Background: an optimization exercise with open tools, aiming at small area, a short achievable clock period and few clock cycles per item. Do not read the settings as production practice. At most, simulation tests tie the RTL to the original design; equivalence was not proved. Power and IR drop assume default switching activity.

Design uniform_grid_derivative, start of the top module:
module uniform_grid_derivative
(
    input  wire logic                       i_clk,
    input  wire logic                       i_rst_n,
    input  wire logic                       i_cfg_wr_en,
    input  wire logic [ugd_pkg::TOL_W-1:0]           i_cfg_wr_data,
    input  wire logic                       i_in_valid,
    output logic                            o_in_ready,
    input  wire logic signed [ugd_pkg::SAMPLE_W-1:0] i_voltage_sample,
    input  wire logic signed [ugd_pkg::SAMPLE_W-1:0] i_current_sample,
    input  wire logic                       i_sequence_end,
    output logic                            o_out_valid,
    input  wire logic                       i_out_ready,
    output logic signed [ugd_pkg::SAMPLE_W-1:0]      o_derivative,
    output logic [ugd_pkg::ERR_W-1:0]                o_error_code,
    output logic                            o_run_last
);
Size: about 22000 sq um of cells after synthesis.
clock: 7.0 ns
lec_check: 0
cap_margin: 20
core_margin: 2
core_utilization: 60
setup_slack_margin: 2.5
slew_margin: 20
synth_hierarchical: 1
run.sh (not shown) runs the stock make flow with config.mk's settings and CLKGATE_MAP_FILE= SYNTH_SCRIPT=/design/flow/synth_recipe.tcl, a recipe that flattens the netlist after the stock synthesis.
Change:
--- a/flow/design.v
+++ b/flow/design.v
@@ -225,21 +225,24 @@
     logic [9:0]   nz, nsm;
     logic [35:0]  dvp;
     logic         skip_ok;
     assign dvm  = dvs ^ {W{r_h[32]}};
     assign dvp  = {1'b0, dvm};
     always_comb begin
         for (int k = 0; k < 9; k++) nz[k] = |dvp[4*k +: 4];
         nz[9] = 1'b0;
         nsm = nz;
         for (int k = 1; k < 16; k = k * 2) nsm = nsm | (nsm >> k);
-        for (int i = 0; i < W; i++) dsm[i] = nsm[i / 4 + 1];
+        for (int i = 0; i < W; i++) begin
+            dsm[i] = nsm[i / 4 + 1];
+            for (int j = i; j < 4 * (i / 4) + 4 && j < W; j++) dsm[i] = dsm[i] | dvm[j];
+        end
     end
     assign skmask  = ~(dsm >> 10);           
     assign skip_ok = r_lead && dsm[10] && (((r_rem ^ {W{r_rem[W-1]}}) & skmask) == '0);
     assign base    = {r_rem[W-9:0], r_q[31:24]};
     assign t_zero   = (t1 == '0);
     logic        exact, qneg, corr;
     logic [32:0] r33;
     logic [31:0] res;
     assign exact = r_ex || rem_zero;
     assign qneg  = r_gneg ^ r_dn;
Effect: The new run went through all stages and came out clean; total power drops by 20%; maximum frequency climbs by 1.8%; non-clock buffer count drops by 6; global-route usage drops by 1.7 points; die area climbs by 2.4%; clock-buffer cell count drops by 6; worst hold slack gains 0.0049 ns; worst setup slack gains 0.083 ns.
Testbench counts after the change, summed over its fixed seeds: cycles 39,783, items 3,235.
No functional check of the RTL was part of the first run of this note.

--- another note on this design; it stands on its own ---

oak:
==> flow/design.v (excerpt) <==
module uniform_grid_derivative
(
    input  wire logic                       i_clk,
    input  wire logic                       i_rst_n,
    input  wire logic                       i_cfg_wr_en,
    input  wire logic [ugd_pkg::TOL_W-1:0]           i_cfg_wr_data,
    input  wire logic                       i_in_valid,
    output logic                            o_in_ready,
    input  wire logic signed [ugd_pkg::SAMPLE_W-1:0] i_voltage_sample,
    input  wire logic signed [ugd_pkg::SAMPLE_W-1:0] i_current_sample,
    input  wire logic                       i_sequence_end,
    output logic                            o_out_valid,
    input  wire logic                       i_out_ready,
    output logic signed [ugd_pkg::SAMPLE_W-1:0]      o_derivative,
    output logic [ugd_pkg::ERR_W-1:0]                o_error_code,
    output logic                            o_run_last
);
    localparam int W = 35;
    localparam int S_A    = 0;    
    localparam int S_ACC0 = 1;    
    localparam int S_ACC1 = 2;    
    localparam int S_ACCN = 3;    
    localparam int S_B0   = 4;    
    localparam int S_B1   = 5;    
    localparam int S_B2   = 6;    
    localparam int S_B3   = 7;    
    localparam int S_F2   = 8;    
    localparam int S_F3   = 9;    
    localparam int S_D0V  = 10;   
    localparam int S_D0C  = 11;   
    localparam int S_D0   = 12;   
    localparam int S_DIV  = 13;   
    localparam int S_CVA  = 14;   
    localparam int S_CVB  = 15;   
    localparam int S_LCR  = 16;   
    localparam int S_LCE  = 17;   
    localparam int S_L1   = 18;   
    localparam int S_L2   = 19;   
    localparam int S_L3   = 20;   
    localparam int NS     = 21;
    typedef enum logic [2:0] {
        ACT_NONE  = 3'd0,
        ACT_CLEAR = 3'd1,    
        ACT_BREAK = 3'd2,    
        ACT_P0    = 3'd3,    
        ACT_P1    = 3'd4,    
  ...
For scale: about 2300 cells after synthesis, ~270 flip-flops, roughly 120 I/O pins, ~22000 µm² of cells after synthesis.
Settings: LEC_CHECK=0, CAP_MARGIN=20, CORE_MARGIN=2, CORE_UTILIZATION=60, SETUP_SLACK_MARGIN=2.25, SLEW_MARGIN=20, SYNTH_HIERARCHICAL=1; clock period 7.0 ns.
run.sh (not shown) runs the stock make flow with config.mk's settings and CLKGATE_MAP_FILE= SYNTH_SCRIPT=/design/flow/synth_recipe.tcl, a recipe that flattens the netlist after the stock synthesis.
Testbench counts of oak, summed over its fixed seeds: cycles 39,783, items 3,235.
Inputs modified between oak and pine:
Settings: setting PLACE_DENSITY to 0.75 for the first time; changing SETUP_SLACK_MARGIN from 2.25 to 2.5.
==> notes.md <==
Cmp pine and oak / worst-path maximum fanout / higher: pine. Diff oak -> pine: worst setup slack shows a reduction of 87 ps, layout multi-input combinational cell count stayed essentially flat, fraction of layout cells with a size suffix above 1 went up 7.6 points. When pine is set beside oak, its wire length turns out to be 9.9% larger.

## afterwards: timing with drivers on the ports
The flow's constraints put no driver on any port. The routed layouts listed below were extracted and timed again, unchanged, in two steps.
Step 1 (the two cells are an assumption about what drives the block):
set clk [get_ports {i_clk}]
set_driving_cell -lib_cell sky130_fd_sc_hd__clkbuf_16 $clk
set_driving_cell -lib_cell sky130_fd_sc_hd__buf_2 [delete_from_list [all_inputs] $clk]
Step 2 moves the port delays by t, midway between the first and last clock arrival at a register: inputs arrive t later, outputs are due t later. That takes back most of the time a late clock gives input paths.
Three values: no drivers, after step 1, after step 2; two values: the first two.
| run | t (ns) | slack for setup (ns) | worst setup path after step 2 | worst register clock-pin slew, ns | pins driven straight from the clock port |
|---|---|---|---|---|---|
| the first run of note 1 | 0.587 | 2.391 / 2.391 / 1.927 | input to register | 0.06 / 0.06 | 1 |
| the second run of note 1 | 0.641 | 2.473 / 2.473 / 1.879 | input to register | 0.07 / 0.07 | 1 |
| oak | 0.645 | 2.370 / 2.405 / 1.760 | input to register | 0.07 / 0.07 | 1 |
| pine | 0.599 | 2.284 / 2.284 / 1.878 | input to register | 0.06 / 0.06 | 1 |
After both steps setup and hold are still met in every run listed. For oak, which loses most, drivers alone change the setup slack by +0.035 ns; drivers and shift together by -0.610 ns.
